Source: an optimization exercise on an open RTL-to-GDS flow (aim: small area and a short achievable clock period). Production flows keep margins and buffers that such runs may drop. No run shown here included a check of the RTL's function; only the layout flow was run. No activity file was given, so power comes from the tool's default toggle rates.

==> design/flow/design.v <==
package dither_pkg;
    localparam int PIX_W = 8;
    localparam int Q_W = 5;
    localparam int SH_W = 6;
    localparam int RGB_W = 24;
    localparam int LINE_TOTAL = 24;
    localparam int LATENCY = 2 * LINE_TOTAL + 3;
    localparam int PIX_STAGES = 11;
    localparam int QLAT = PIX_STAGES + 1;
    localparam int HIST_NEXT = LINE_TOTAL - 5;
    localparam int HIST_FAR  = 2 * LINE_TOTAL - 10;
    localparam int HIST_LEN  = HIST_FAR + 1;
    localparam int CNT_W   = 6;
    localparam int CNT_MAX = LATENCY;
endpackage
import dither_pkg::*;
module diffusion_row
#(
    parameter int WEIGHT = 1
) (
    input  logic             clk,
    input  logic [PIX_W-1:0] value_in,
    input  logic [Q_W-1:0]   q_in,
    output logic [PIX_W-1:0] value_out
);
    localparam int K = (WEIGHT == 7) ? 6 : (WEIGHT == 5) ? 5 : (WEIGHT == 3) ? 4 : 3;
    logic signed [Q_W-1:0]  q;
    logic signed [SH_W-1:0] share_w;
    logic [K-1:0]           share;
    logic                   neg;
    logic [K:0]             lo;
    logic                   cy;
    logic [PIX_W-K-1:0]     hi;
    logic [PIX_W-K-1:0]     hi_new;
    logic                   ovf;
    logic                   unf;
    assign q = $signed(q_in);
    always_comb begin
        case (WEIGHT)
            7:       share_w = SH_W'(q) + SH_W'(q >>> 1) - SH_W'(q >>> 2);
            5:       share_w = SH_W'(q) - SH_W'(q >>> 3);
            3:       share_w = SH_W'(q >>> 1);
            default: share_w = SH_W'(q >>> 3) + SH_W'(q >>> 4);
        endcase
    end
    assign share = share_w[K-1:0];
    assign neg   = share[K-1];
    logic             up;
    logic             dn;
    logic [PIX_W-K:0] all1;
    logic [PIX_W-K:0] all0;
    assign lo = {1'b0, value_in[K-1:0]} + {1'b0, share};
    assign cy = lo[K];
    assign hi = value_in[PIX_W-1:K];
    assign up = cy && !neg;
    assign dn = !cy && neg;
    always_comb begin
        all1[0] = 1'b1;
        all0[0] = 1'b1;
        for (int i = 0; i < PIX_W - K; i++) begin
            all1[i+1] = all1[i] && hi[i];
            all0[i+1] = all0[i] && !hi[i];
        end
        for (int i = 0; i < PIX_W - K; i++) begin
            hi_new[i] = hi[i] ^ ((up && all1[i]) || (dn && all0[i]));
        end
    end
    assign ovf = up && all1[PIX_W-K];
    assign unf = dn && all0[PIX_W-K];
    always_ff @(posedge clk) begin
        value_out <= unf ? '0 : (ovf ? '1 : {hi_new, lo[K-1:0]});
    end
endmodule
module line_fifo
#(
    parameter int WIDTH = 1,
    parameter int DEPTH = 1
) (
    input  logic             clk,
    input  logic [WIDTH-1:0] din,
    output logic [DEPTH-1:0][WIDTH-1:0] taps
);
    always_ff @(posedge clk) begin
        taps[0] <= din;
        for (int i = 1; i < DEPTH; i++) begin
            taps[i] <= taps[i-1];
        end
    end
endmodule
import dither_pkg::*;
module jjn_quantizer
(
    input  logic             clk,
    input  logic [PIX_W-1:0] value_in,
    input  logic             de_in,
    output logic [Q_W-1:0]   q_out,
    output logic             bd_out
);
    logic [6:0]        sel;
    logic              inc;
    logic [4:0]        a;
    logic signed [6:0] cand  [8];
    logic [Q_W-1:0]    q_lo  [7];
    logic [Q_W-1:0]    q_hi  [7];
    logic [6:0]        b_at;
    logic [Q_W-1:0]    q_new;
    logic              b;
    always_comb begin
        sel = 7'b0;
        inc = 1'b0;
        case ({q_out, value_in[2:0]})
            8'h00: begin sel = 7'b0001000; inc = 1'b0; end
            8'h01: begin sel = 7'b0001000; inc = 1'b0; end
            8'h02: begin sel = 7'b0001000; inc = 1'b0; end
            8'h03: begin sel = 7'b0001000; inc = 1'b0; end
            8'h04: begin sel = 7'b0001000; inc = 1'b0; end
            8'h05: begin sel = 7'b0001000; inc = 1'b0; end
            8'h06: begin sel = 7'b0001000; inc = 1'b0; end
            8'h07: begin sel = 7'b0001000; inc = 1'b1; end
            8'h08: begin sel = 7'b0001000; inc = 1'b0; end
            8'h09: begin sel = 7'b0001000; inc = 1'b0; end
            8'h0a: begin sel = 7'b0001000; inc = 1'b0; end
            8'h0b: begin sel = 7'b0001000; inc = 1'b0; end
            8'h0c: begin sel = 7'b0001000; inc = 1'b0; end
            8'h0d: begin sel = 7'b0001000; inc = 1'b0; end
            8'h0e: begin sel = 7'b0001000; inc = 1'b1; end
            8'h0f: begin sel = 7'b0010000; inc = 1'b0; end
            8'h10: begin sel = 7'b0001000; inc = 1'b0; end
            8'h11: begin sel = 7'b0001000; inc = 1'b0; end
            8'h12: begin sel = 7'b0001000; inc = 1'b0; end
            8'h13: begin sel = 7'b0001000; inc = 1'b0; end
            8'h14: begin sel = 7'b0001000; inc = 1'b1; end
            8'h15: begin sel = 7'b0010000; inc = 1'b0; end
            8'h16: begin sel = 7'b0010000; inc = 1'b0; end
            8'h17: begin sel = 7'b0010000; inc = 1'b0; end
            8'h18: begin sel = 7'b0001000; inc = 1'b0; end
            8'h19: begin sel = 7'b0001000; inc = 1'b0; end
            8'h1a: begin sel = 7'b0001000; inc = 1'b0; end
            8'h1b: begin sel = 7'b0001000; inc = 1'b1; end
            8'h1c: begin sel = 7'b0010000; inc = 1'b0; end
            8'h1d: begin sel = 7'b0010000; inc = 1'b0; end
            8'h1e: begin sel = 7'b0010000; inc = 1'b0; end
            8'h1f: begin sel = 7'b0010000; inc = 1'b0; end
            8'h20: begin sel = 7'b0001000; inc = 1'b0; end
            8'h21: begin sel = 7'b0001000; inc = 1'b0; end
            8'h22: begin sel = 7'b0001000; inc = 1'b1; end
            8'h23: begin sel = 7'b0010000; inc = 1'b0; end
            8'h24: begin sel = 7'b0010000; inc = 1'b0; end
            8'h25: begin sel = 7'b0010000; inc = 1'b0; end
            8'h26: begin sel = 7'b0010000; inc = 1'b0; end
            8'h27: begin sel = 7'b0010000; inc = 1'b0; end
            8'h28: begin sel = 7'b0001000; inc = 1'b0; end
            8'h29: begin sel = 7'b0001000; inc = 1'b1; end
            8'h2a: begin sel = 7'b0010000; inc = 1'b0; end
            8'h2b: begin sel = 7'b0010000; inc = 1'b0; end
            8'h2c: begin sel = 7'b0010000; inc = 1'b0; end
            8'h2d: begin sel = 7'b0010000; inc = 1'b0; end
            8'h2e: begin sel = 7'b0010000; inc = 1'b0; end
            8'h2f: begin sel = 7'b0010000; inc = 1'b0; end
            8'h30: begin sel = 7'b0010000; inc = 1'b0; end
            8'h31: begin sel = 7'b0010000; inc = 1'b0; end
            8'h32: begin sel = 7'b0010000; inc = 1'b0; end
            8'h33: begin sel = 7'b0010000; inc = 1'b0; end
            8'h34: begin sel = 7'b0010000; inc = 1'b0; end
            8'h35: begin sel = 7'b0010000; inc = 1'b0; end
            8'h36: begin sel = 7'b0010000; inc = 1'b0; end
            8'h37: begin sel = 7'b0010000; inc = 1'b1; end
            8'h38: begin sel = 7'b0010000; inc = 1'b0; end
            8'h39: begin sel = 7'b0010000; inc = 1'b0; end
            8'h3a: begin sel = 7'b0010000; inc = 1'b0; end
            8'h3b: begin sel = 7'b0010000; inc = 1'b0; end
            8'h3c: begin sel = 7'b0010000; inc = 1'b0; end
            8'h3d: begin sel = 7'b0010000; inc = 1'b0; end
            8'h3e: begin sel = 7'b0010000; inc = 1'b1; end
            8'h3f: begin sel = 7'b0100000; inc = 1'b0; end
            8'h40: begin sel = 7'b0010000; inc = 1'b0; end
            8'h41: begin sel = 7'b0010000; inc = 1'b0; end
            8'h42: begin sel = 7'b0010000; inc = 1'b0; end
            8'h43: begin sel = 7'b0010000; inc = 1'b0; end
            8'h44: begin sel = 7'b0010000; inc = 1'b0; end
            8'h45: begin sel = 7'b0010000; inc = 1'b1; end
            8'h46: begin sel = 7'b0100000; inc = 1'b0; end
            8'h47: begin sel = 7'b0100000; inc = 1'b0; end
            8'h48: begin sel = 7'b0010000; inc = 1'b0; end
            8'h49: begin sel = 7'b0010000; inc = 1'b0; end
            8'h4a: begin sel = 7'b0010000; inc = 1'b0; end
            8'h4b: begin sel = 7'b0010000; inc = 1'b0; end
            8'h4c: begin sel = 7'b0010000; inc = 1'b1; end
            8'h4d: begin sel = 7'b0100000; inc = 1'b0; end
            8'h4e: begin sel = 7'b0100000; inc = 1'b0; end
            8'h4f: begin sel = 7'b0100000; inc = 1'b0; end
            8'h50: begin sel = 7'b0010000; inc = 1'b0; end
            8'h51: begin sel = 7'b0010000; inc = 1'b0; end
            8'h52: begin sel = 7'b0010000; inc = 1'b1; end
            8'h53: begin sel = 7'b0100000; inc = 1'b0; end
            8'h54: begin sel = 7'b0100000; inc = 1'b0; end
            8'h55: begin sel = 7'b0100000; inc = 1'b0; end
            8'h56: begin sel = 7'b0100000; inc = 1'b0; end
            8'h57: begin sel = 7'b0100000; inc = 1'b0; end
            8'h58: begin sel = 7'b0010000; inc = 1'b0; end
            8'h59: begin sel = 7'b0010000; inc = 1'b1; end
            8'h5a: begin sel = 7'b0100000; inc = 1'b0; end
            8'h5b: begin sel = 7'b0100000; inc = 1'b0; end
            8'h5c: begin sel = 7'b0100000; inc = 1'b0; end
            8'h5d: begin sel = 7'b0100000; inc = 1'b0; end
            8'h5e: begin sel = 7'b0100000; inc = 1'b0; end
            8'h5f: begin sel = 7'b0100000; inc = 1'b0; end
            8'h60: begin sel = 7'b0010000; inc = 1'b1; end
            8'h61: begin sel = 7'b0100000; inc = 1'b0; end
            8'h62: begin sel = 7'b0100000; inc = 1'b0; end
            8'h63: begin sel = 7'b0100000; inc = 1'b0; end
            8'h64: begin sel = 7'b0100000; inc = 1'b0; end
            8'h65: begin sel = 7'b0100000; inc = 1'b0; end
            8'h66: begin sel = 7'b0100000; inc = 1'b0; end
            8'h67: begin sel = 7'b0100000; inc = 1'b0; end
            8'h68: begin sel = 7'b0100000; inc = 1'b0; end
            8'h69: begin sel = 7'b0100000; inc = 1'b0; end
            8'h6a: begin sel = 7'b0100000; inc = 1'b0; end
            8'h6b: begin sel = 7'b0100000; inc = 1'b0; end
            8'h6c: begin sel = 7'b0100000; inc = 1'b0; end
            8'h6d: begin sel = 7'b0100000; inc = 1'b0; end
            8'h6e: begin sel = 7'b0100000; inc = 1'b0; end
            8'h6f: begin sel = 7'b0100000; inc = 1'b1; end
            8'h70: begin sel = 7'b0100000; inc = 1'b0; end
            8'h71: begin sel = 7'b0100000; inc = 1'b0; end
            8'h72: begin sel = 7'b0100000; inc = 1'b0; end
            8'h73: begin sel = 7'b0100000; inc = 1'b0; end
            8'h74: begin sel = 7'b0100000; inc = 1'b0; end
            8'h75: begin sel = 7'b0100000; inc = 1'b1; end
            8'h76: begin sel = 7'b1000000; inc = 1'b0; end
            8'h77: begin sel = 7'b1000000; inc = 1'b0; end
            8'h78: begin sel = 7'b0100000; inc = 1'b0; end
            8'h79: begin sel = 7'b0100000; inc = 1'b0; end
            8'h7a: begin sel = 7'b0100000; inc = 1'b0; end
            8'h7b: begin sel = 7'b0100000; inc = 1'b0; end
            8'h7c: begin sel = 7'b0100000; inc = 1'b1; end
            8'h7d: begin sel = 7'b1000000; inc = 1'b0; end
            8'h7e: begin sel = 7'b1000000; inc = 1'b0; end
            8'h7f: begin sel = 7'b1000000; inc = 1'b0; end
            8'h80: begin sel = 7'b0000001; inc = 1'b0; end
            8'h81: begin sel = 7'b0000001; inc = 1'b0; end
            8'h82: begin sel = 7'b0000001; inc = 1'b0; end
            8'h83: begin sel = 7'b0000001; inc = 1'b1; end
            8'h84: begin sel = 7'b0000010; inc = 1'b0; end
            8'h85: begin sel = 7'b0000010; inc = 1'b0; end
            8'h86: begin sel = 7'b0000010; inc = 1'b0; end
            8'h87: begin sel = 7'b0000010; inc = 1'b0; end
            8'h88: begin sel = 7'b0000001; inc = 1'b0; end
            8'h89: begin sel = 7'b0000001; inc = 1'b0; end
            8'h8a: begin sel = 7'b0000001; inc = 1'b1; end
            8'h8b: begin sel = 7'b0000010; inc = 1'b0; end
            8'h8c: begin sel = 7'b0000010; inc = 1'b0; end
            8'h8d: begin sel = 7'b0000010; inc = 1'b0; end
            8'h8e: begin sel = 7'b0000010; inc = 1'b0; end
            8'h8f: begin sel = 7'b0000010; inc = 1'b0; end
            8'h90: begin sel = 7'b0000001; inc = 1'b1; end
            8'h91: begin sel = 7'b0000010; inc = 1'b0; end
            8'h92: begin sel = 7'b0000010; inc = 1'b0; end
            8'h93: begin sel = 7'b0000010; inc = 1'b0; end
            8'h94: begin sel = 7'b0000010; inc = 1'b0; end
            8'h95: begin sel = 7'b0000010; inc = 1'b0; end
            8'h96: begin sel = 7'b0000010; inc = 1'b0; end
            8'h97: begin sel = 7'b0000010; inc = 1'b0; end
            8'h98: begin sel = 7'b0000010; inc = 1'b0; end
            8'h99: begin sel = 7'b0000010; inc = 1'b0; end
            8'h9a: begin sel = 7'b0000010; inc = 1'b0; end
            8'h9b: begin sel = 7'b0000010; inc = 1'b0; end
            8'h9c: begin sel = 7'b0000010; inc = 1'b0; end
            8'h9d: begin sel = 7'b0000010; inc = 1'b0; end
            8'h9e: begin sel = 7'b0000010; inc = 1'b0; end
            8'h9f: begin sel = 7'b0000010; inc = 1'b1; end
            8'ha0: begin sel = 7'b0000010; inc = 1'b0; end
            8'ha1: begin sel = 7'b0000010; inc = 1'b0; end
            8'ha2: begin sel = 7'b0000010; inc = 1'b0; end
            8'ha3: begin sel = 7'b0000010; inc = 1'b0; end
            8'ha4: begin sel = 7'b0000010; inc = 1'b0; end
            8'ha5: begin sel = 7'b0000010; inc = 1'b0; end
            8'ha6: begin sel = 7'b0000010; inc = 1'b1; end
            8'ha7: begin sel = 7'b0000100; inc = 1'b0; end
            8'ha8: begin sel = 7'b0000010; inc = 1'b0; end
            8'ha9: begin sel = 7'b0000010; inc = 1'b0; end
            8'haa: begin sel = 7'b0000010; inc = 1'b0; end
            8'hab: begin sel = 7'b0000010; inc = 1'b0; end
            8'hac: begin sel = 7'b0000010; inc = 1'b0; end
            8'had: begin sel = 7'b0000010; inc = 1'b1; end
            8'hae: begin sel = 7'b0000100; inc = 1'b0; end
            8'haf: begin sel = 7'b0000100; inc = 1'b0; end
            8'hb0: begin sel = 7'b0000010; inc = 1'b0; end
            8'hb1: begin sel = 7'b0000010; inc = 1'b0; end
            8'hb2: begin sel = 7'b0000010; inc = 1'b0; end
            8'hb3: begin sel = 7'b0000010; inc = 1'b1; end
            8'hb4: begin sel = 7'b0000100; inc = 1'b0; end
            8'hb5: begin sel = 7'b0000100; inc = 1'b0; end
            8'hb6: begin sel = 7'b0000100; inc = 1'b0; end
            8'hb7: begin sel = 7'b0000100; inc = 1'b0; end
            8'hb8: begin sel = 7'b0000010; inc = 1'b0; end
            8'hb9: begin sel = 7'b0000010; inc = 1'b0; end
            8'hba: begin sel = 7'b0000010; inc = 1'b1; end
            8'hbb: begin sel = 7'b0000100; inc = 1'b0; end
            8'hbc: begin sel = 7'b0000100; inc = 1'b0; end
            8'hbd: begin sel = 7'b0000100; inc = 1'b0; end
            8'hbe: begin sel = 7'b0000100; inc = 1'b0; end
            8'hbf: begin sel = 7'b0000100; inc = 1'b0; end
            8'hc0: begin sel = 7'b0000010; inc = 1'b0; end
            8'hc1: begin sel = 7'b0000010; inc = 1'b1; end
            8'hc2: begin sel = 7'b0000100; inc = 1'b0; end
            8'hc3: begin sel = 7'b0000100; inc = 1'b0; end
            8'hc4: begin sel = 7'b0000100; inc = 1'b0; end
            8'hc5: begin sel = 7'b0000100; inc = 1'b0; end
            8'hc6: begin sel = 7'b0000100; inc = 1'b0; end
            8'hc7: begin sel = 7'b0000100; inc = 1'b0; end
            8'hc8: begin sel = 7'b0000010; inc = 1'b1; end
            8'hc9: begin sel = 7'b0000100; inc = 1'b0; end
            8'hca: begin sel = 7'b0000100; inc = 1'b0; end
            8'hcb: begin sel = 7'b0000100; inc = 1'b0; end
            8'hcc: begin sel = 7'b0000100; inc = 1'b0; end
            8'hcd: begin sel = 7'b0000100; inc = 1'b0; end
            8'hce: begin sel = 7'b0000100; inc = 1'b0; end
            8'hcf: begin sel = 7'b0000100; inc = 1'b0; end
            8'hd0: begin sel = 7'b0000100; inc = 1'b0; end
            8'hd1: begin sel = 7'b0000100; inc = 1'b0; end
            8'hd2: begin sel = 7'b0000100; inc = 1'b0; end
            8'hd3: begin sel = 7'b0000100; inc = 1'b0; end
            8'hd4: begin sel = 7'b0000100; inc = 1'b0; end
            8'hd5: begin sel = 7'b0000100; inc = 1'b0; end
            8'hd6: begin sel = 7'b0000100; inc = 1'b1; end
            8'hd7: begin sel = 7'b0001000; inc = 1'b0; end
            8'hd8: begin sel = 7'b0000100; inc = 1'b0; end
            8'hd9: begin sel = 7'b0000100; inc = 1'b0; end
            8'hda: begin sel = 7'b0000100; inc = 1'b0; end
            8'hdb: begin sel = 7'b0000100; inc = 1'b0; end
            8'hdc: begin sel = 7'b0000100; inc = 1'b0; end
            8'hdd: begin sel = 7'b0000100; inc = 1'b1; end
            8'hde: begin sel = 7'b0001000; inc = 1'b0; end
            8'hdf: begin sel = 7'b0001000; inc = 1'b0; end
            8'he0: begin sel = 7'b0000100; inc = 1'b0; end
            8'he1: begin sel = 7'b0000100; inc = 1'b0; end
            8'he2: begin sel = 7'b0000100; inc = 1'b0; end
            8'he3: begin sel = 7'b0000100; inc = 1'b0; end
            8'he4: begin sel = 7'b0000100; inc = 1'b1; end
            8'he5: begin sel = 7'b0001000; inc = 1'b0; end
            8'he6: begin sel = 7'b0001000; inc = 1'b0; end
            8'he7: begin sel = 7'b0001000; inc = 1'b0; end
            8'he8: begin sel = 7'b0000100; inc = 1'b0; end
            8'he9: begin sel = 7'b0000100; inc = 1'b0; end
            8'hea: begin sel = 7'b0000100; inc = 1'b0; end
            8'heb: begin sel = 7'b0000100; inc = 1'b1; end
            8'hec: begin sel = 7'b0001000; inc = 1'b0; end
            8'hed: begin sel = 7'b0001000; inc = 1'b0; end
            8'hee: begin sel = 7'b0001000; inc = 1'b0; end
            8'hef: begin sel = 7'b0001000; inc = 1'b0; end
            8'hf0: begin sel = 7'b0000100; inc = 1'b0; end
            8'hf1: begin sel = 7'b0000100; inc = 1'b1; end
            8'hf2: begin sel = 7'b0001000; inc = 1'b0; end
            8'hf3: begin sel = 7'b0001000; inc = 1'b0; end
            8'hf4: begin sel = 7'b0001000; inc = 1'b0; end
            8'hf5: begin sel = 7'b0001000; inc = 1'b0; end
            8'hf6: begin sel = 7'b0001000; inc = 1'b0; end
            8'hf7: begin sel = 7'b0001000; inc = 1'b0; end
            8'hf8: begin sel = 7'b0000100; inc = 1'b1; end
            8'hf9: begin sel = 7'b0001000; inc = 1'b0; end
            8'hfa: begin sel = 7'b0001000; inc = 1'b0; end
            8'hfb: begin sel = 7'b0001000; inc = 1'b0; end
            8'hfc: begin sel = 7'b0001000; inc = 1'b0; end
            8'hfd: begin sel = 7'b0001000; inc = 1'b0; end
            8'hfe: begin sel = 7'b0001000; inc = 1'b0; end
            8'hff: begin sel = 7'b0001000; inc = 1'b0; end
            default: begin sel = 7'b0; inc = 1'b0; end
        endcase
    end
    assign a = value_in[7:3];
    always_comb begin
        for (int d = 0; d < 8; d++) begin
            cand[d] = $signed({2'b00, a}) + 7'(d - 3);
        end
        for (int d = 0; d < 7; d++) begin
            b_at[d] = !cand[d][6] && (cand[d][5] || cand[d][4]);
            if (!de_in || cand[d][6] || cand[d][5]) begin
                q_lo[d] = '0;
                q_hi[d] = '0;
            end else if (b_at[d]) begin
                q_lo[d] = cand[d][Q_W-1:0];
                q_hi[d] = cand[d+1][Q_W-1:0];
            end else begin
                q_lo[d] = cand[d][Q_W-1:0];
                q_hi[d] = cand[d][Q_W-1:0];
            end
        end
    end
    always_comb begin
        q_new = '0;
        b     = 1'b0;
        for (int d = 0; d < 7; d++) begin
            q_new = q_new | ({Q_W{sel[d]}} & (inc ? q_hi[d] : q_lo[d]));
            b     = b | (sel[d] & b_at[d]);
        end
    end
    always_ff @(posedge clk) begin
        q_out  <= q_new;
        bd_out <= b;
    end
endmodule
import dither_pkg::*;
module jjn_dither_top
(
    input  logic             clk,
    input  logic             rst,
    input  logic [RGB_W-1:0] rgb,
    input  logic             de,
    input  logic             hs,
    input  logic             vs,
    output logic [RGB_W-1:0] dout,
    output logic             de_out,
    output logic             hs_out,
    output logic             vs_out
);
    logic [CNT_W-1:0] cnt;
    always_ff @(posedge clk) begin
        if (rst)
            cnt <= '0;
        else if (cnt != CNT_W'(CNT_MAX))
            cnt <= cnt + 1'b1;
    end
    logic [LATENCY-1:0][2:0] sync_taps;
    line_fifo #(.WIDTH(3), .DEPTH(LATENCY)) sync_dly (
        .clk(clk), .din({de, hs, vs}), .taps(sync_taps)
    );
    logic [PIX_STAGES:0][PIX_W-1:0] pix;
    logic [HIST_LEN-2:0][Q_W:0] hist_taps;
    logic [Q_W-1:0]   q_next;
    logic [Q_W-1:0]   q_far;
    logic [Q_W-1:0]   q_near;
    logic             bd_near;
    always_ff @(posedge clk) begin
        pix[0] <= {2'b00, rgb[7:2]} + {1'b0, rgb[15:9]} + {2'b00, rgb[23:18]};
    end
    assign q_far  = hist_taps[HIST_FAR-1][Q_W-1:0];
    assign q_next = hist_taps[HIST_NEXT-1][Q_W-1:0];
    diffusion_row #(.WEIGHT(1)) far0 (.clk(clk), .value_in(pix[0]), .q_in(q_far), .value_out(pix[1]));
    diffusion_row #(.WEIGHT(3)) far1 (.clk(clk), .value_in(pix[1]), .q_in(q_far), .value_out(pix[2]));
    diffusion_row #(.WEIGHT(5)) far2 (.clk(clk), .value_in(pix[2]), .q_in(q_far), .value_out(pix[3]));
    diffusion_row #(.WEIGHT(3)) far3 (.clk(clk), .value_in(pix[3]), .q_in(q_far), .value_out(pix[4]));
    diffusion_row #(.WEIGHT(1)) far4 (.clk(clk), .value_in(pix[4]), .q_in(q_far), .value_out(pix[5]));
    diffusion_row #(.WEIGHT(3)) nxt0 (.clk(clk), .value_in(pix[5]), .q_in(q_next), .value_out(pix[6]));
    diffusion_row #(.WEIGHT(5)) nxt1 (.clk(clk), .value_in(pix[6]), .q_in(q_next), .value_out(pix[7]));
    diffusion_row #(.WEIGHT(7)) nxt2 (.clk(clk), .value_in(pix[7]), .q_in(q_next), .value_out(pix[8]));
    diffusion_row #(.WEIGHT(5)) nxt3 (.clk(clk), .value_in(pix[8]), .q_in(q_next), .value_out(pix[9]));
    diffusion_row #(.WEIGHT(3)) nxt4 (.clk(clk), .value_in(pix[9]), .q_in(q_next), .value_out(pix[10]));
    diffusion_row #(.WEIGHT(5)) cur0 (.clk(clk), .value_in(pix[10]), .q_in(q_near), .value_out(pix[11]));
    logic de_eff;
    assign de_eff = sync_taps[PIX_STAGES][2] && (cnt >= CNT_W'(QLAT));
    jjn_quantizer quantizer_i (
        .clk(clk), .value_in(pix[PIX_STAGES]), .de_in(de_eff),
        .q_out(q_near), .bd_out(bd_near)
    );
    logic keep_next;
    logic keep_far;
    assign keep_next = !rst && (cnt >= CNT_W'(HIST_NEXT));
    assign keep_far  = !rst && (cnt >= CNT_W'(HIST_FAR));
    always_ff @(posedge clk) begin
        hist_taps[0] <= {bd_near, q_near};
        for (int i = 1; i < HIST_LEN - 1; i++) begin
            hist_taps[i] <= hist_taps[i-1];
        end
        if (!keep_next) hist_taps[HIST_NEXT-1][Q_W-1:0] <= '0;
        if (!keep_far)  hist_taps[HIST_FAR-1][Q_W-1:0]  <= '0;
    end
    logic       out_ok;
    logic       bd_q;
    logic [2:0] sync_q;
    assign out_ok = !rst && (cnt == CNT_W'(CNT_MAX));
    always_ff @(posedge clk) begin
        bd_q   <= out_ok && hist_taps[HIST_FAR-1][Q_W] && sync_taps[LATENCY-1][2];
        sync_q <= out_ok ? sync_taps[LATENCY-1] : 3'b000;
    end
    assign dout = {RGB_W{bd_q}};
    assign {de_out, hs_out, vs_out} = sync_q;
endmodule
==> design/flow/run.sh <==
#!/bin/bash
# synth_recipe.tcl (not shown) runs the flow's synth.tcl, then flattens the netlist and writes it again
# the make line also repeats each setting of config.mk as NAME=value (left out here)
make -C /OpenROAD-flow-scripts/flow DESIGN_CONFIG=/design/flow/config.mk WORK_HOME=/design/flow/orfs CLKGATE_MAP_FILE= SYNTH_SCRIPT=/design/flow/synth_recipe.tcl finish
==> design/flow/config.mk <==
export PLATFORM = sky130hd
export DESIGN_NAME = jjn_dither_top
export DESIGN_NICKNAME = jjn_dither_top
export VERILOG_FILES = /design/flow/design.v
export SDC_FILE = /design/flow/constraint.sdc
export NUM_CORES = 4
export LEC_CHECK = 0
export CAP_MARGIN = 20
export CORE_MARGIN = 2
export CORE_UTILIZATION = 60
export SETUP_SLACK_MARGIN = 4.2
export SLEW_MARGIN = 20
==> design/flow/constraint.sdc <==
create_clock -name core_clock -period 6.5 [get_ports {clk}]
set_input_delay 1.3000 -clock core_clock [delete_from_list [all_inputs] [get_ports {clk}]]
set_output_delay 1.3000 -clock core_clock [all_outputs]
set_load 0.01 [all_outputs]
==> flow_metrics.tcl, run 1 <==
set metrics [dict create \
    synthXorXnorAreaFrac_pct 3.779 \
    yosysUniqueCellTypes 66 \
    num_vias 10630 \
    rsz0062_at_grt "true" \
    final_max_slew_viol_count 0 \
    final_cells 1981 \
    area_growth_pct 27.89 \
    synth_top_family_by_area "compound AO/OA/AOI/OAI gates" \
    status "complete, no violations" \
    p_int_mw 5.683 \
    post-route-min-period_ps 3288 \
    syn_nets 1609 \
    drt_iter0_markers 567 \
    grt_pass1_wl_um 51240 \
    drv_cap 0 \
    p_sw_mw 2.340 \
    cp.arrival_ps 3740 \
    place_congestion 0.9398 \
    wire_per_inst_um 16.73 \
    synth_mux_area_share_pct 0.4943 \
    slew_headroom_pct 61.09 \
    ys.flop_type "dfxtp_1" \
    worst_slack_ps 3212 \
    grt_max_degree 23 \
    required_ps 6950 \
    yosys.area_share.simple_pct 8.897 \
    worstMarginPinSlew_ps 577.5 \
    io_pins 56 \
    worstSetupPathType "flop to flop" \
    die_w_um 169.6 \
    regMostFlops "hist_taps" \
    grt.total_usage_pct 22.10 \
    nFillCells 1610 \
    rows 60 \
    drive_gt1_share_pct 29.76 \
    ir_drop_v 0.0002831 \
    gr-total-overflow 0 \
    pre_cts_slack_ps 3004 \
    fp.coreArea_mm2 0.02695 \
    cts_tree "built" \
    die_h_um 169.6 \
    ys_async_sr_fraction_pct 0 \
    clock.fmax_ghz 0.3041 \
    clock_latency_ps 560 \
    port_buffers 50 \
    swShare_pct 29.16 \
    multi_input_area_mm2 0.007049 \
    ant_nets 0 \
    fin_tns_setup_ps 0 \
    place_area_mm2 0.01738 \
    synthCells 1450 \
    root_buffer "clkbuf_16" \
    dp.cells 1780 \
    power.density_mw_per_mm2 381.3 \
    regArea_mm2 0.009950 \
    final_cell_mix "467 x dfxtp_1, 78 x buf_4, 69 x inv_1" \
    cts_num_sinks 493 \
    final_hold_viol_count 0 \
    fin_skew_ps 26.49 \
    finalSetupViolCount 0 \
    grt_antenna_before_repair 0 \
    netlist_area_mm2 0.01645 \
    worstPathMaxFanout 6 \
    drc 0 \
    hold_buffers 0 \
    synth_compound_gate_area_share_pct 11.37 \
    post-route-util_pct 78.08 \
    avgSynthCellArea_um2 11.35 \
    top_regs "hist_taps x228, sync_dly.taps x153" \
    dieArea_mm2 0.02876 \
    layout_commonest_cell "dfxtp_1" \
    drt_pass1_iterations 5 \
    yosys_warnings 10 \
    initial_core_util_pct 61.05 \
    end_kind "flop" \
    power_frac_seq_pct 47.4 \
    start_kind "flop" \
    pwr-share-comb_pct 18.4 \
    ys_seq_area_share_pct 59.98 \
    dp_hpwl_um 18630 \
    synth_edf_count 0 \
    fin_crit_sh_pct 50.59 \
    hp-class "flop to flop" \
    wl_um 33140 \
    p_leak_nw 8.874 \
    first_global_vias 10480 \
    htreeDepth 2 \
    cts_inserted_buffers 46 \
    synth_adder_area_share_pct 10.98 \
    largest_register_ffs 228 \
    cts_buffer_depth 3 \
    diodes 0 \
    clk_pin_slew_ps 70 \
    p_clk_share_pct 34.2 \
    via_per_inst 5.363 \
    nNetsFinal 1761 \
    synth_seq_cells 493 \
    fin_area_mm2 0.02104 \
]
==> routing by layer <==
| metal | part of all wire (%) | vias to the layer above | GRT usage [%] |
|---|---|---|---|
| met1 | 44 | 5080 | 28.28 |
| met3 | 3.8 | 81 | 3.871 |
| met4 | 2.9 | 0 | 7.618 |
| li1 | - | 5237 | - |
| met2 | 49 | 227 | 37.94 |
| met5 | 0 | - | 0 |
==> per-stage QoR <==
step           hold WS [ps]  power [mW]
2_1_floorplan         309.6       4.658
3_3_place_gp          309.6       4.890
3_5_place_dp          312.1       4.917
4_1_cts               303.9       7.926
5_1_grt               305.1       8.395
6_report              306.1       8.023
==> final timing paths <==
check / to / slack (ps) / start / cells past startpoint
worst max-delay path: nxt2.value_out[1] / 3210 / hist_taps[110] / 15
worst max register to register: nxt2.value_out[1] / 3210 / hist_taps[110] / 15
worst min-delay path: hist_taps[83] / 310 / hist_taps[77] / 0
worst min register to register: hist_taps[83] / 310 / hist_taps[77] / 0
==> cell families after synthesis <==
group / after synthesis
flops: 493
compound gates: 299
simple gates: 282
buf+inv: 167
fa+ha+maj: 130
xor+xnor: 71
mux: 8
==> timing repair <==
action                                  CTS  global route
cloned                                    2             0
pin swaps                                83            86
gates resized for setup                 341           136
setup buffers                            70            43
endpoints found under the setup margin  116           122
==> synth_stat cells (all sizes together) (6+ instances only) <==
master	number	area, µm²
o211ai	12	90.09
fa	24	480.5
nand4	15	93.84
o22ai	7	43.79
and3	9	56.30
a31oi	12	75.07
and4	8	70.07
or2	7	43.80
buf	35	244.0
nor2	71	266.5
a21o	41	307.8
mux2i	7	70.07
o21ai	56	280.3
xor2	39	341.6
and2	19	118.9
nand2b	19	118.9
nand2	53	198.9
inv	105	394.1
dfxtp	493	9869
ha	106	1326
nand3	23	115.1
a211oi	12	90.09
nor4	6	37.54
nor3	26	130.1
o31ai	6	50.05
a21oi	110	550.5
nor2b	8	50.05
o21bai	10	75.07
clkbuf	27	101.4
xnor2	32	280.3
==> area by class of cell <==
cell class / instances / share of cell area, %
Inverter: 105 / 2.051
Timing Repair Buffer: 166 / 7.510
Clock buffer: 59 / 6.095
Clock inverter: 27 / 1.534
Sequential cell: 493 / 47.28
Multi-Input combinational cell: 790 / 33.50
Tap cell: 341 / 2.028
==> worst max-delay path, stage by stage (launching register included) <==
cell,delay [ps]
dfxtp_4,390
inv_8,50
fa_2,490
buf_6,140
fa_2,530
inv_2,50
fa_2,360
a21oi_2,170
nor2_2,50
nor2_2,110
o21bai_1,90
a21o_1,200
ha_4,190
buf_4,140
a21oi_1,150
nor2_1,80
==> power by group through the flow <==
stage          Combinational (mW)  Sequential, mW  Clock, mW
3_5_place_dp                 1.07            3.85          0
4_1_cts                      1.34            3.78       2.80
2_1_floorplan                1.01            3.64          0
3_3_place_gp                 1.05            3.84          0
5_1_grt                      1.62            3.85       2.92
6_report                     1.48            3.80       2.74
==> run 2, diff against run 1 <==
--- a/design/flow/config.mk
+++ b/design/flow/config.mk
@@ -8,5 +8,5 @@
 export CAP_MARGIN = 20
 export CORE_MARGIN = 2
 export CORE_UTILIZATION = 60
-export SETUP_SLACK_MARGIN = 4.2
+export SETUP_SLACK_MARGIN = 3.5
 export SLEW_MARGIN = 20
==> flow_metrics.tcl, run 2 <==
set metrics [dict create \
    synthCells 1450 \
    yosysTopAreaCellShare_pct 59.98 \
    initial_core_util_pct 61.05 \
    wire_per_inst_um 15.25 \
    yosysTopAreaCell "dfxtp_1" \
    cts_tree "built" \
    post-route-min-period_ps 3200 \
    clock.fmax_ghz 0.3125 \
    rows 60 \
    reg2reg_from "hist_taps[110]" \
    required_ps 6930 \
    diodes 0 \
    rsz0062_at_grt "true" \
    finalSetupViolCount 0 \
    avgSynthCellArea_um2 11.35 \
    ant_nets 0 \
    grt_max_degree 25 \
    place_congestion 0.8861 \
    top_regs "hist_taps x228, sync_dly.taps x153" \
    final_max_slew_viol_count 0 \
    clk_pin_slew_ps 60 \
    end_kind "flop" \
    hp-start "hist_taps[0]" \
    drv_cap 0 \
    start_kind "flop" \
    startpoint "hist_taps[110]" \
    pwr-share-comb_pct 15.4 \
    p_total_mw 7.543 \
    p_int_mw 5.433 \
    drt_pass1_iterations 5 \
    regMostFlops "hist_taps" \
    grt_antenna_before_repair 0 \
    netlist_area_mm2 0.01645 \
    pre_cts_slack_ps 2818 \
    nFillCells 1929 \
    final_cell_mix "474 x dfxtp_1, 95 x a21oi_1, 92 x ha_1" \
    fin_tns_setup_ps 0 \
    synth_edf_count 0 \
    synthTopCellsByArea "dfxtp_1 60%, ha_1 8.1%, a21oi_1 3.3%, fa_1 2.9%, inv_1 2.4%" \
    fin_skew_ps 16.42 \
    area_growth_pct 18.17 \
    ys_async_sr_fraction_pct 0 \
    worstMarginPinSlew_ps 803.9 \
    slew_headroom_pct 46.33 \
    drc 0 \
    nNetsFinal 1690 \
    gr-total-overflow 0 \
    holdPathEnd "hist_taps[6]" \
    cts_num_sinks 493 \
    worst_slack_ps 3300 \
    grt_pass1_wl_um 47350 \
    final_hold_viol_count 0 \
    clock_latency_ps 550 \
    drive_gt1_share_pct 14.61 \
    ys_seq_area_share_pct 59.98 \
    synth_common_cells "493 x dfxtp_1, 110 x a21oi_1, 106 x ha_1" \
    wl_um 29090 \
    met3_usage_pct 3.568 \
    r2r_setup_slack_ps 3300 \
    via_per_inst 5.249 \
    synthMostInstantiatedCell "dfxtp_1" \
    num_vias 10020 \
    fin_crit_sh_pct 49.24 \
    use_met2_pct 35.07 \
    die_h_um 169.6 \
    worstSetupPathType "flop to flop" \
    port_buffers 50 \
    worstPathMaxFanout 6 \
    met1_usage_pct 26.21 \
    cts_buffer_depth 3 \
    largest_register_ffs 228 \
    die_w_um 169.6 \
    htreeDepth 2 \
    power_frac_seq_pct 50.1 \
    syn_nets 1609 \
    cp.arrival_ps 3630 \
    whs_path_depth 0 \
    p_clk_share_pct 34.5 \
    p_sw_mw 2.110 \
    ys.flop_type "dfxtp_1" \
    synth_seq_cells 493 \
    r2r_cells 18 \
    grt.total_usage_pct 20.40 \
    r2r-end "nxt2.value_out[4]" \
    yosys_warnings 10 \
    status "complete, no violations" \
    io_pins 56 \
    hold_slack_ps 310.1 \
    hold_buffers 0 \
    power.density_mw_per_mm2 388.0 \
    first_global_vias 9835 \
    layout_commonest_cell "dfxtp_1" \
    yosysUniqueCellTypes 66 \
    dieArea_mm2 0.02876 \
    root_buffer "clkbuf_16" \
    cts_inserted_buffers 44 \
    grt_busiest_layer "met2" \
    dp_hpwl_um 18630 \
    p_leak_nw 8.247 \
    fp.coreArea_mm2 0.02695 \
    drt_iter0_markers 468 \
    ir_drop_v 0.0002698 \
    hp-class "flop to flop" \
    swShare_pct 27.97 \
]
-- run 2: layout make-up --
class	count	area [µm²]	area share (%)
inverter	105	416.7	2.143
clock inverter	24	299.0	1.538
multi-input combinational	790	6277	32.29
sequential	493	9928	51.07
clock buffer	58	1194	6.139
timing repair buffer	97	900.9	4.634
tap	341	426.7	2.194
-- run 2: worst max-delay path: stages (launching register included) --
cell	delay [ps]
dfxtp_4	370
buf_6	130
ha_4	210
inv_2	60
ha_4	130
inv_2	40
fa_2	560
inv_2	50
fa_2	380
a21oi_2	160
nor2_2	60
nor2_2	130
o21bai_1	80
a21o_1	200
inv_2	80
ha_4	180
nand2_8	80
a21oi_2	150
nor2_1	60
-- run 2: per-layer routing --
layer	up-vias	share of wire, %
li1	5075	-
met1	4656	45
met2	221	48
met3	63	4.7
met4	0	2.7
met5	-	0
-- run 2: what timing repair did --
action	in CTS	in global routing
pin swaps	19	45
endpoints found under the hold margin	0	0
endpoints found under the setup margin	85	58
buffers inserted	22	24
resized for setup	61	72
-- run 2: kinds of logic (layout without fill, tap and decap cells) --
family	after synthesis	after routing	synth area share (%)
AO/OA/AOI/OAI	299	299	11.37
XOR/XNOR	71	71	3.779
adder cells (fa/ha/maj)	130	130	10.98
buffers and inverters	167	284	4.494
flip-flops	493	493	59.98
multiplexers	8	8	0.4943
AND/OR/NAND/NOR	282	282	8.897
-- run 2: worst max-delay path by stage --
| stage | slack [ps] | endpoint | cells after the start |
|---|---|---|---|
| floorplan | 3270 | nxt2.value_out[6] | 19 |
| global placement | 2870 | nxt3.value_out[0] | 12 |
| detailed placement | 2820 | nxt3.value_out[1] | 12 |
| CTS | 3290 | nxt2.value_out[6] | 18 |
| global route | 3120 | nxt2.value_out[6] | 18 |
| finish | 3300 | nxt2.value_out[4] | 18 |
-- run 2: power groups by stage --
stage / registers, mW / clock network, mW / logic [mW]
6_report: 3.78 / 2.60 / 1.17
4_1_cts: 3.76 / 2.67 / 1.09
3_3_place_gp: 3.82 / 0 / 1.02
3_5_place_dp: 3.83 / 0 / 1.03
5_1_grt: 3.83 / 2.79 / 1.31
2_1_floorplan: 3.63 / 0 / 0.953
-- run 2: metrics by stage --
step | utilization [%] | area [µm²] | cells
global route | 72.14 | 19440 | 1908
detailed placement | 63.37 | 17080 | 1780
floorplan | - | 16510 | 1450
CTS | 70.25 | 18930 | 1884
finish | 72.14 | 19440 | 1908
global placement | 63.37 | 17080 | 1780
==> run 3, diff against run 2 <==
--- a/design/flow/design.v
+++ b/design/flow/design.v
@@ -16,39 +16,25 @@
 import dither_pkg::*;
 module diffusion_row
 #(
-    parameter int WEIGHT = 1
+    parameter int K = 3
 ) (
     input  logic             clk,
     input  logic [PIX_W-1:0] value_in,
-    input  logic [Q_W-1:0]   q_in,
+    input  logic [K-1:0]     share,
     output logic [PIX_W-1:0] value_out
 );
-    localparam int K = (WEIGHT == 7) ? 6 : (WEIGHT == 5) ? 5 : (WEIGHT == 3) ? 4 : 3;
-    logic signed [Q_W-1:0]  q;
-    logic signed [SH_W-1:0] share_w;
-    logic [K-1:0]           share;
-    logic                   neg;
-    logic [K:0]             lo;
-    logic                   cy;
-    logic [PIX_W-K-1:0]     hi;
-    logic [PIX_W-K-1:0]     hi_new;
-    logic                   ovf;
-    logic                   unf;
-    assign q = $signed(q_in);
-    always_comb begin
-        case (WEIGHT)
-            7:       share_w = SH_W'(q) + SH_W'(q >>> 1) - SH_W'(q >>> 2);
-            5:       share_w = SH_W'(q) - SH_W'(q >>> 3);
-            3:       share_w = SH_W'(q >>> 1);
-            default: share_w = SH_W'(q >>> 3) + SH_W'(q >>> 4);
-        endcase
-    end
-    assign share = share_w[K-1:0];
-    assign neg   = share[K-1];
-    logic             up;
-    logic             dn;
-    logic [PIX_W-K:0] all1;
-    logic [PIX_W-K:0] all0;
+    logic               neg;
+    logic [K:0]         lo;
+    logic               cy;
+    logic [PIX_W-K-1:0] hi;
+    logic [PIX_W-K-1:0] hi_new;
+    logic               up;
+    logic               dn;
+    logic [PIX_W-K:0]   all1;
+    logic [PIX_W-K:0]   all0;
+    logic               ovf;
+    logic               unf;
+    assign neg = share[K-1];
     assign lo = {1'b0, value_in[K-1:0]} + {1'b0, share};
     assign cy = lo[K];
     assign hi = value_in[PIX_W-1:K];
@@ -425,45 +411,78 @@
     line_fifo #(.WIDTH(3), .DEPTH(LATENCY)) sync_dly (
         .clk(clk), .din({de, hs, vs}), .taps(sync_taps)
     );
-    logic [PIX_STAGES:0][PIX_W-1:0] pix;
+    logic [PIX_STAGES:1][PIX_W-1:0] pix;
     logic [HIST_LEN-2:0][Q_W:0] hist_taps;
     logic [Q_W-1:0]   q_next;
-    logic [Q_W-1:0]   q_far;
     logic [Q_W-1:0]   q_near;
     logic             bd_near;
+    function automatic logic [2:0] share_w1(input logic [Q_W-1:0] q);
+        case (q[4:3])
+            2'b00:   share_w1 = 3'sd0;
+            2'b01:   share_w1 = 3'sd1;
+            2'b10:   share_w1 = -3'sd3;
+            default: share_w1 = -3'sd2;
+        endcase
+    endfunction
+    function automatic logic [4:0] share_w5(input logic [Q_W-1:0] q);
+        share_w5 = $signed(q) - ($signed(q) >>> 3);
+    endfunction
+    function automatic logic [5:0] share_w7(input logic [Q_W-1:0] q);
+        share_w7 = 6'($signed(q)) + 6'($signed(q) >>> 1) - 6'($signed(q) >>> 2);
+    endfunction
+    logic [5:0] r_q;
+    logic [6:0] g_q;
+    logic [5:0] b_q;
     always_ff @(posedge clk) begin
-        pix[0] <= {2'b00, rgb[7:2]} + {1'b0, rgb[15:9]} + {2'b00, rgb[23:18]};
+        r_q <= rgb[23:18];
+        g_q <= rgb[15:9];
+        b_q <= rgb[7:2];
+    end
+    logic           keep_next;
+    logic           keep_far;
+    logic [3:0]     far_q41;
+    logic [4:0]     far_w5;
+    logic [4:0]     next_w5;
+    logic [5:0]     next_w7;
+    assign keep_next = !rst && (cnt >= CNT_W'(HIST_NEXT));
+    assign keep_far  = !rst && (cnt >= CNT_W'(HIST_FAR));
+    always_ff @(posedge clk) begin
+        far_q41 <= keep_far ? hist_taps[HIST_FAR-2][Q_W-1:1] : '0;
+        far_w5  <= keep_far ? share_w5(hist_taps[HIST_FAR-2][Q_W-1:0]) : '0;
+        next_w5 <= keep_next ? share_w5(hist_taps[HIST_NEXT-2][Q_W-1:0]) : '0;
+        next_w7 <= keep_next ? share_w7(hist_taps[HIST_NEXT-2][Q_W-1:0]) : '0;
     end
-    assign q_far  = hist_taps[HIST_FAR-1][Q_W-1:0];
     assign q_next = hist_taps[HIST_NEXT-1][Q_W-1:0];
-    diffusion_row #(.WEIGHT(1)) far0 (.clk(clk), .value_in(pix[0]), .q_in(q_far), .value_out(pix[1]));
-    diffusion_row #(.WEIGHT(3)) far1 (.clk(clk), .value_in(pix[1]), .q_in(q_far), .value_out(pix[2]));
-    diffusion_row #(.WEIGHT(5)) far2 (.clk(clk), .value_in(pix[2]), .q_in(q_far), .value_out(pix[3]));
-    diffusion_row #(.WEIGHT(3)) far3 (.clk(clk), .value_in(pix[3]), .q_in(q_far), .value_out(pix[4]));
-    diffusion_row #(.WEIGHT(1)) far4 (.clk(clk), .value_in(pix[4]), .q_in(q_far), .value_out(pix[5]));
-    diffusion_row #(.WEIGHT(3)) nxt0 (.clk(clk), .value_in(pix[5]), .q_in(q_next), .value_out(pix[6]));
-    diffusion_row #(.WEIGHT(5)) nxt1 (.clk(clk), .value_in(pix[6]), .q_in(q_next), .value_out(pix[7]));
-    diffusion_row #(.WEIGHT(7)) nxt2 (.clk(clk), .value_in(pix[7]), .q_in(q_next), .value_out(pix[8]));
-    diffusion_row #(.WEIGHT(5)) nxt3 (.clk(clk), .value_in(pix[8]), .q_in(q_next), .value_out(pix[9]));
-    diffusion_row #(.WEIGHT(3)) nxt4 (.clk(clk), .value_in(pix[9]), .q_in(q_next), .value_out(pix[10]));
-    diffusion_row #(.WEIGHT(5)) cur0 (.clk(clk), .value_in(pix[10]), .q_in(q_near), .value_out(pix[11]));
+    logic [2:0] far_w1;
+    assign far_w1 = share_w1({far_q41, 1'b0});
+    logic signed [9:0] far0_sum;
+    assign far0_sum = $signed({4'b0, r_q}) + $signed({3'b0, g_q}) + $signed({4'b0, b_q})
+                    + $signed(far_w1);
+    always_ff @(posedge clk) begin
+        pix[1] <= far0_sum[9] ? '0 : far0_sum[PIX_W-1:0];
+    end
+    diffusion_row #(.K(4)) far1 (.clk(clk), .value_in(pix[1]), .share(far_q41), .value_out(pix[2]));
+    diffusion_row #(.K(5)) far2 (.clk(clk), .value_in(pix[2]), .share(far_w5), .value_out(pix[3]));
+    diffusion_row #(.K(4)) far3 (.clk(clk), .value_in(pix[3]), .share(far_q41), .value_out(pix[4]));
+    diffusion_row #(.K(3)) far4 (.clk(clk), .value_in(pix[4]), .share(far_w1), .value_out(pix[5]));
+    diffusion_row #(.K(4)) nxt0 (.clk(clk), .value_in(pix[5]), .share(q_next[4:1]), .value_out(pix[6]));
+    diffusion_row #(.K(5)) nxt1 (.clk(clk), .value_in(pix[6]), .share(next_w5), .value_out(pix[7]));
+    diffusion_row #(.K(6)) nxt2 (.clk(clk), .value_in(pix[7]), .share(next_w7), .value_out(pix[8]));
+    diffusion_row #(.K(5)) nxt3 (.clk(clk), .value_in(pix[8]), .share(next_w5), .value_out(pix[9]));
+    diffusion_row #(.K(4)) nxt4 (.clk(clk), .value_in(pix[9]), .share(q_next[4:1]), .value_out(pix[10]));
+    diffusion_row #(.K(5)) cur0 (.clk(clk), .value_in(pix[10]), .share(share_w5(q_near)), .value_out(pix[11]));
     logic de_eff;
     assign de_eff = sync_taps[PIX_STAGES][2] && (cnt >= CNT_W'(QLAT));
     jjn_quantizer quantizer_i (
         .clk(clk), .value_in(pix[PIX_STAGES]), .de_in(de_eff),
         .q_out(q_near), .bd_out(bd_near)
     );
-    logic keep_next;
-    logic keep_far;
-    assign keep_next = !rst && (cnt >= CNT_W'(HIST_NEXT));
-    assign keep_far  = !rst && (cnt >= CNT_W'(HIST_FAR));
     always_ff @(posedge clk) begin
         hist_taps[0] <= {bd_near, q_near};
         for (int i = 1; i < HIST_LEN - 1; i++) begin
             hist_taps[i] <= hist_taps[i-1];
         end
         if (!keep_next) hist_taps[HIST_NEXT-1][Q_W-1:0] <= '0;
-        if (!keep_far)  hist_taps[HIST_FAR-1][Q_W-1:0]  <= '0;
     end
     logic       out_ok;
     logic       bd_q;
--- a/design/flow/config.mk
+++ b/design/flow/config.mk
@@ -8,5 +8,5 @@
 export CAP_MARGIN = 20
 export CORE_MARGIN = 2
 export CORE_UTILIZATION = 60
-export SETUP_SLACK_MARGIN = 3.5
+export SETUP_SLACK_MARGIN = 3.8
 export SLEW_MARGIN = 20
==> flow_metrics.tcl, run 3 <==
set metrics [dict create \
    status "complete, no violations" \
    r2r-end "pix[7]" \
    diodes 0 \
    wl_um 30160 \
    wire_per_inst_um 14.95 \
    drt_pass1_iterations 5 \
    clock_latency_ps 550 \
    worstPathMaxFanout 8 \
    yosysUniqueCellTypes 72 \
    required_ps 6910 \
    whs_path_depth 0 \
    end_kind "flop" \
    cts_num_sinks 519 \
    synthCells 1498 \
    ys_async_sr_fraction_pct 0 \
    netlist_area_mm2 0.01708 \
    initial_core_util_pct 61.14 \
    grt_antenna_before_repair 0 \
    cts_tree "built" \
    grt_max_degree 26 \
    hp-start "hist_taps[100]" \
    yosysTopAreaCellShare_pct 60.84 \
    syn_nets 1662 \
    yosysTopAreaCell "dfxtp_1" \
    hold_buffers 0 \
    fin_crit_sh_pct 46.33 \
    die_w_um 172.7 \
    cp_num_buf_inv 1 \
    yosys_warnings 10 \
    ys.flop_type "dfxtp_1" \
    gr-total-overflow 0 \
    slew_headroom_pct 48.95 \
    cts_buffer_depth 3 \
    fin_tns_setup_ps 0 \
    path_common_cell "nor2_1" \
    synthMostInstantiatedCell "dfxtp_1" \
    fin_skew_ps 20.18 \
    p_sw_mw 2.536 \
    p_total_mw 8.659 \
    p_int_mw 6.123 \
    r2r_setup_slack_ps 3490 \
    fp.coreArea_mm2 0.02793 \
    via_per_inst 5.135 \
    worstSetupPathType "flop to flop" \
    htreeDepth 2 \
    top_regs "hist_taps x223, sync_dly.taps x153" \
    power.density_mw_per_mm2 424.1 \
    grt_pass1_wl_um 49240 \
    power_frac_seq_pct 46.0 \
    ys_seq_area_share_pct 60.84 \
    rsz0062_at_grt "true" \
    worstPathCellList "fa_1 > ha_2 > fa_2 > a21oi_2 > nor2_1 > nor2_2 > o21bai_1 > a21o_1 > inv_1 > ha_1 > and2_4 > o21ai_4 > o31ai_4 > nor3_4 > nor2_1" \
    dieArea_mm2 0.02983 \
    post-route-util_pct 73.09 \
    area_growth_pct 19.55 \
    swShare_pct 29.29 \
    regMostFlops "hist_taps" \
    avgSynthCellArea_um2 11.40 \
    nNetsFinal 1767 \
    synth_common_cells "519 x dfxtp_1, 111 x ha_1, 111 x inv_1" \
    num_vias 10360 \
    critical-path-slowest-cell "fa_1" \
    grt.total_usage_pct 19.90 \
    drt_iter0_markers 499 \
    final_hold_viol_count 0 \
    worstMarginPinSlew_ps 757.7 \
    cpLargestDelayFamily "adder cells" \
    pwr-share-comb_pct 23.0 \
    final_max_slew_viol_count 0 \
    synth_seq_cells 519 \
    io_pins 56 \
    ant_nets 0 \
    r2r_cells 15 \
    start_kind "flop" \
    clk_pin_slew_ps 60 \
    clock.fmax_ghz 0.3321 \
    synth_edf_count 0 \
    finalSetupViolCount 0 \
    drc 0 \
    synthTopCellsByArea "dfxtp_1 61%, ha_1 8.1%, a21oi_1 3.0%, fa_1 2.8%, inv_1 2.4%" \
    ir_drop_v 0.0003181 \
    worst_path_largest_cell_delay_ps 530 \
    layout_commonest_cell "dfxtp_1" \
    die_h_um 172.7 \
    dp_hpwl_um 19070 \
    drive_gt1_share_pct 15.13 \
    p_leak_nw 8.898 \
    place_congestion 0.8557 \
    first_global_vias 10030 \
    holdPathEnd "hist_taps[106]" \
    rows 61 \
    hp-class "flop to flop" \
    cp.arrival_ps 3420 \
    p_clk_share_pct 31.0 \
    largest_register_ffs 223 \
    drv_cap 0 \
    reg2reg_from "r_q[1]" \
    cts_inserted_buffers 46 \
    port_buffers 50 \
    root_buffer "clkbuf_16" \
    post-route-min-period_ps 3011 \
    final_cell_mix "500 x dfxtp_1, 105 x inv_1, 104 x ha_1" \
]
==> run 3: changes by cell type in the layout (fill, tap and decap cells not counted), moves of 11 or more <==
cell	before	now
nor2_1	67	90
clkdlybuf4s50_1	49	23
dlymetal6s2s_1	1	13
inv_2	16	5
inv_1	84	105
dfxtp_1	474	500
dlygate4sd2_1	0	14
nor2b_1	8	19
ha_1	92	104
==> run 3: routing by layer <==
metal | routed length, µm | vias up | track usage (%)
met2 | 14140 | 227 | 33.32
met1 | 13590 | 4792 | 25.92
li1 | - | 5254 | -
met3 | 1299 | 85 | 3.276
met5 | 0 | - | 0
met4 | 1132 | 0 | 7.839
==> run 3: per-stage QoR <==
step	instance area [µm²]	std cells	hold WS, ps	setup slack, ps
2_1_floorplan	17190	1498	309.6	3611
3_3_place_gp	17810	1869	309.5	2861
3_5_place_dp	17820	1869	312.1	2868
4_1_cts	19660	1969	322.4	3491
5_1_grt	20420	2017	322.1	3325
6_report	20420	2017	320.3	3489
==> run 3: layout make-up <==
class	instances	area [µm²]
flip-flops and latches	519	10440
fillers	1954	7516
multi-input cells	810	6459
clock buffers	66	1296
repair buffers	114	1079
well taps	378	473.0
inverters	112	426.7
clock inverters	18	246.5
==> run 3: repair_timing <==
action                     in CTS  in global routing
pin swaps                      23                 44
buffers inserted               16                 46
gates cloned                    0                  2
gates resized for setup        69                 93
setup endpoints to repair      55                 43
hold endpoints to repair        0                  0
==> run 3: power groups by stage <==
stage	Combinational (mW)	Sequential [mW]	Clock, mW
2_1_floorplan	1.31	3.83	0
3_3_place_gp	1.43	4.03	0
3_5_place_dp	1.45	4.05	0
4_1_cts	1.61	3.98	2.75
5_1_grt	2.21	4.04	2.89
6_report	2.00	3.98	2.68
==> run 3: worst max path at each step <==
stage | startpoint | slack, ps | to | depth (start not counted)
5_1_grt | r_q[2] | 3330 | pix[6] | 13
2_1_floorplan | r_q[1] | 3610 | pix[2] | 11
3_3_place_gp | quantizer_i.q_out[1] | 2860 | quantizer_i.q_out[2] | 8
4_1_cts | r_q[1] | 3490 | pix[7] | 12
3_5_place_dp | quantizer_i.q_out[1] | 2870 | quantizer_i.q_out[2] | 8
6_report | r_q[1] | 3490 | pix[7] | 15
==> run 3: logic make-up (layout without fill, tap and decap cells) <==
| logic type | Yosys count | count (layout) | share of synthesized area [%] |
|---|---|---|---|
| buffers and inverters | 170 | 310 | 4.454 |
| adders and majority gates | 135 | 135 | 10.95 |
| xor gates and xnor gates | 69 | 69 | 3.538 |
| AOI/OAI and AO/OA | 304 | 304 | 11.25 |
| and+or+nand+nor | 295 | 296 | 8.630 |
| DFF | 519 | 519 | 60.84 |
| muxes | 6 | 6 | 0.3517 |
==> run 4, diff against run 3 <==
==> design/flow/flow/run.sh (new file) <==
#!/bin/bash
# The standard layout, with one change to synthesis: no adder cells are
# extracted (ADDER_MAP_FILE empty), so ABC maps all of the arithmetic
# itself. Registers, their names and their cell types are unchanged.
set -euo pipefail
bash standard.sh ADDER_MAP_FILE= finish > orfs_make.log 2>&1
==> design/flow/standard.sh (new file) <==
#!/bin/bash
# synth_recipe.tcl (not shown) runs the flow's synth.tcl, then flattens the netlist and writes it again
# the make line also repeats each setting of config.mk as NAME=value (left out here)
make -C /OpenROAD-flow-scripts/flow DESIGN_CONFIG=/design/flow/config.mk WORK_HOME=/design/flow/orfs CLKGATE_MAP_FILE= SYNTH_SCRIPT=/design/flow/synth_recipe.tcl "${@:-finish}"
removed: design/flow/run.sh
==> flow_metrics.tcl, run 4 <==
set metrics [dict create \
    cts_buffer_depth 3 \
    area_growth_pct 17.12 \
    final_cell_mix "503 x dfxtp_1, 123 x a21oi_1, 120 x nor2_1" \
    grt.total_usage_pct 19.48 \
    die_w_um 170.6 \
    fp.coreArea_mm2 0.02710 \
    r2r_setup_slack_ps 3730 \
    num_vias 10670 \
    p_sw_mw 2.258 \
    wire_per_inst_um 14.40 \
    yosysUniqueCellTypes 81 \
    swShare_pct 27.59 \
    p_clk_share_pct 34.3 \
    worstSetupPathType "flop to flop" \
    cts_tree "built" \
    grt_pass1_wl_um 46610 \
    via_per_inst 5.333 \
    r2r_cells 11 \
    ys.flop_type "dfxtp_1" \
    required_ps 6920 \
    hold_buffers 0 \
    start_kind "flop" \
    clock.fmax_ghz 0.3614 \
    nNetsFinal 1622 \
    regMostFlops "hist_taps" \
    yosys_warnings 10 \
    reg2reg_from "b_q[2]" \
    cts_num_sinks 519 \
    largest_register_ffs 223 \
    hold_slack_ps 314.9 \
    ant_nets 0 \
    diodes 0 \
    critical-path-slowest-cell "xor3_2" \
    wl_um 28820 \
    synthCells 1538 \
    pwr-share-comb_pct 15.7 \
    fin_skew_ps 17.68 \
    power_frac_seq_pct 50.1 \
    drt_iter0_markers 497 \
    first_global_vias 9764 \
    cp.arrival_ps 3190 \
    port_buffers 50 \
    status "complete, no violations" \
    drive_gt1_share_pct 13.57 \
    dp_hpwl_um 17300 \
    end_kind "flop" \
    worst_path_largest_cell_delay_ps 500 \
    initial_core_util_pct 61.46 \
    synth_edf_count 0 \
    drc 0 \
    final_hold_viol_count 0 \
    root_buffer "clkbuf_16" \
    synth_seq_cells 519 \
    clk_pin_slew_ps 70 \
    post-route-min-period_ps 2767 \
    gr-total-overflow 0 \
    whs_path_depth 0 \
    ys_seq_area_share_pct 62.38 \
    ys_async_sr_fraction_pct 0 \
    p_int_mw 5.927 \
    dieArea_mm2 0.02911 \
    worstPathMaxFanout 6 \
    fin_crit_sh_pct 42.56 \
    io_pins 56 \
    final_max_slew_viol_count 0 \
    holdPathEnd "hist_taps[127]" \
    avgSynthCellArea_um2 10.83 \
    grt_max_degree 32 \
    pre_cts_slack_ps 2912 \
    slew_headroom_pct 49.75 \
    fin_tns_setup_ps 0 \
    drv_cap 0 \
    synth_common_cells "519 x dfxtp_1, 128 x a21oi_1, 122 x nor2_1" \
    finalSetupViolCount 0 \
    place_congestion 0.8875 \
    hp-class "flop to flop" \
    worstPathCellList "xor3_2 > o211ai_4 > nand3_4 > o22ai_4 > nor2_4 > buf_6 > a2111oi_4 > a211o_1 > xor2_2 > and3_4 > nor2_2" \
    htreeDepth 2 \
    rows 60 \
    worst_slack_ps 3733 \
    cts_inserted_buffers 47 \
    power.density_mw_per_mm2 419.6 \
    layout_commonest_cell "dfxtp_1" \
    synthTopCellsByArea "dfxtp_1 62%, xnor2_1 4.5%, a21oi_1 3.8%, nor2_1 2.7%, xor2_1 2.3%" \
    netlist_area_mm2 0.01666 \
    p_leak_nw 7.701 \
    grt_antenna_before_repair 0 \
    hp-start "hist_taps[121]" \
    r2r-end "pix[5]" \
    drt_pass1_iterations 5 \
    synthMostInstantiatedCell "dfxtp_1" \
    top_regs "hist_taps x223, sync_dly.taps x153" \
    yosysTopAreaCellShare_pct 62.38 \
    worstMarginPinSlew_ps 752.7 \
    cp_num_buf_inv 1 \
    cpLargestDelayFamily "compound AO/OA/AOI/OAI gates" \
    clock_latency_ps 540 \
    rsz0062_at_grt "true" \
    syn_nets 1567 \
    die_h_um 170.6 \
    yosysTopAreaCell "dfxtp_1" \
    ir_drop_v 0.0003345 \
]
[run 4: cell types whose count changed after synthesis, moves of 26 or more]
cell      previous run  this run
nand2_1             47        78
nor2_1              93       122
clkbuf_1            22        49
xnor2_1             26        85
inv_1              111        18
a21oi_1            102       128
ha_1               111         0
[run 4: logic make-up after synthesis]
family,Yosys count,synth area share [%]
flops,519,62.38
simple gates,406,12.24
compound gates,347,13.35
xor+xnor,132,7.256
buf+inv,109,3.260
fa+ha+maj,18,1.089
mux,7,0.4357
[run 4: worst max-delay path by stage]
| stage | slack (ps) | cells past startpoint | to | startpoint |
|---|---|---|---|---|
| after floorplan | 3770 | 11 | pix[7] | b_q[0] |
| after global placement | 2820 | 8 | quantizer_i.q_out[2] | quantizer_i.q_out[2] |
| after detailed placement | 2910 | 8 | quantizer_i.q_out[2] | quantizer_i.q_out[2] |
| after CTS | 3700 | 10 | pix[5] | b_q[2] |
| after global routing | 3580 | 11 | pix[5] | b_q[2] |
| final | 3730 | 11 | pix[5] | b_q[2] |
[run 4: routing by layer]
| layer | global-route usage, % | routed length (µm) |
|---|---|---|
| met5 | 0 | 0 |
| met4 | 5.574 | 532 |
| met3 | 3.030 | 1332 |
| met2 | 34.04 | 14020 |
| met1 | 25.01 | 12940 |
[run 4: through the flow]
step	cells	utilization [%]	area, µm²	power (mW)
after CTS	1989	71.15	19280	8.147
after global routing	2001	71.99	19510	8.593
after detailed placement	1873	63.44	17190	5.196
final	2001	71.99	19510	8.186
after global placement	1873	63.44	17190	5.173
after floorplan	1538	-	16680	4.946
[run 4: area by class of cell]
type,count,area (µm²)
clock buffer,58,1279
clock inverter,27,341.6
fill,1900,7592
inverter,19,82.58
multi-input combinational,911,6057
sequential,519,10440
tap,372,465.4
timing repair buffer,95,843.3
[run 4: power groups by stage]
stage,logic [mW],clock network [mW],registers (mW)
final,1.28,2.80,4.10
after global routing,1.42,3.01,4.17
after CTS,1.17,2.88,4.10
after detailed placement,1.05,0,4.15
after global placement,1.04,0,4.14
after floorplan,1.07,0,3.88
[run 4: repair_timing]
item                       in CTS  in global routing
resized for setup              92                 37
setup endpoints to repair      52                 38
buffers inserted               30                 12
gates cloned                    1                  0
pin swaps                      28                 15

-- what the ideal ports hide --
The flow's constraints put no driver on any port. The routed layouts listed below were extracted and timed again, unchanged, in two steps.
Step 1 sets driving cells, clkbuf_16 on the clock port and buf_2 on the other inputs (assumed; they add their load-dependent delay and slew).
Step 2 also shifts input and output timing later by t, the mid clock arrival at the registers, as if the neighbouring blocks saw the same clock.
a / b / c = ideal / step 1 / step 2; a / b = the first two.
run | shift t [ns] | setup slack, ns | worst setup path after step 2 | worst slew at a driven data input, ns
run 1 | 0.601 | 3.212 / 3.212 / 3.212 | register to register | 0.04
run 2 | 0.596 | 3.300 / 3.300 / 2.989 | input to register | 0.04
run 3 | 0.585 | 3.489 / 3.489 / 3.489 | register to register | 0.06
run 4 | 0.584 | 3.733 / 3.733 / 3.692 | input to register | 0.04
After both steps every run listed still meets setup and hold. The setup slack of run 2, which loses most, moves by 0.000 ns with the drivers and by -0.311 ns with both steps.
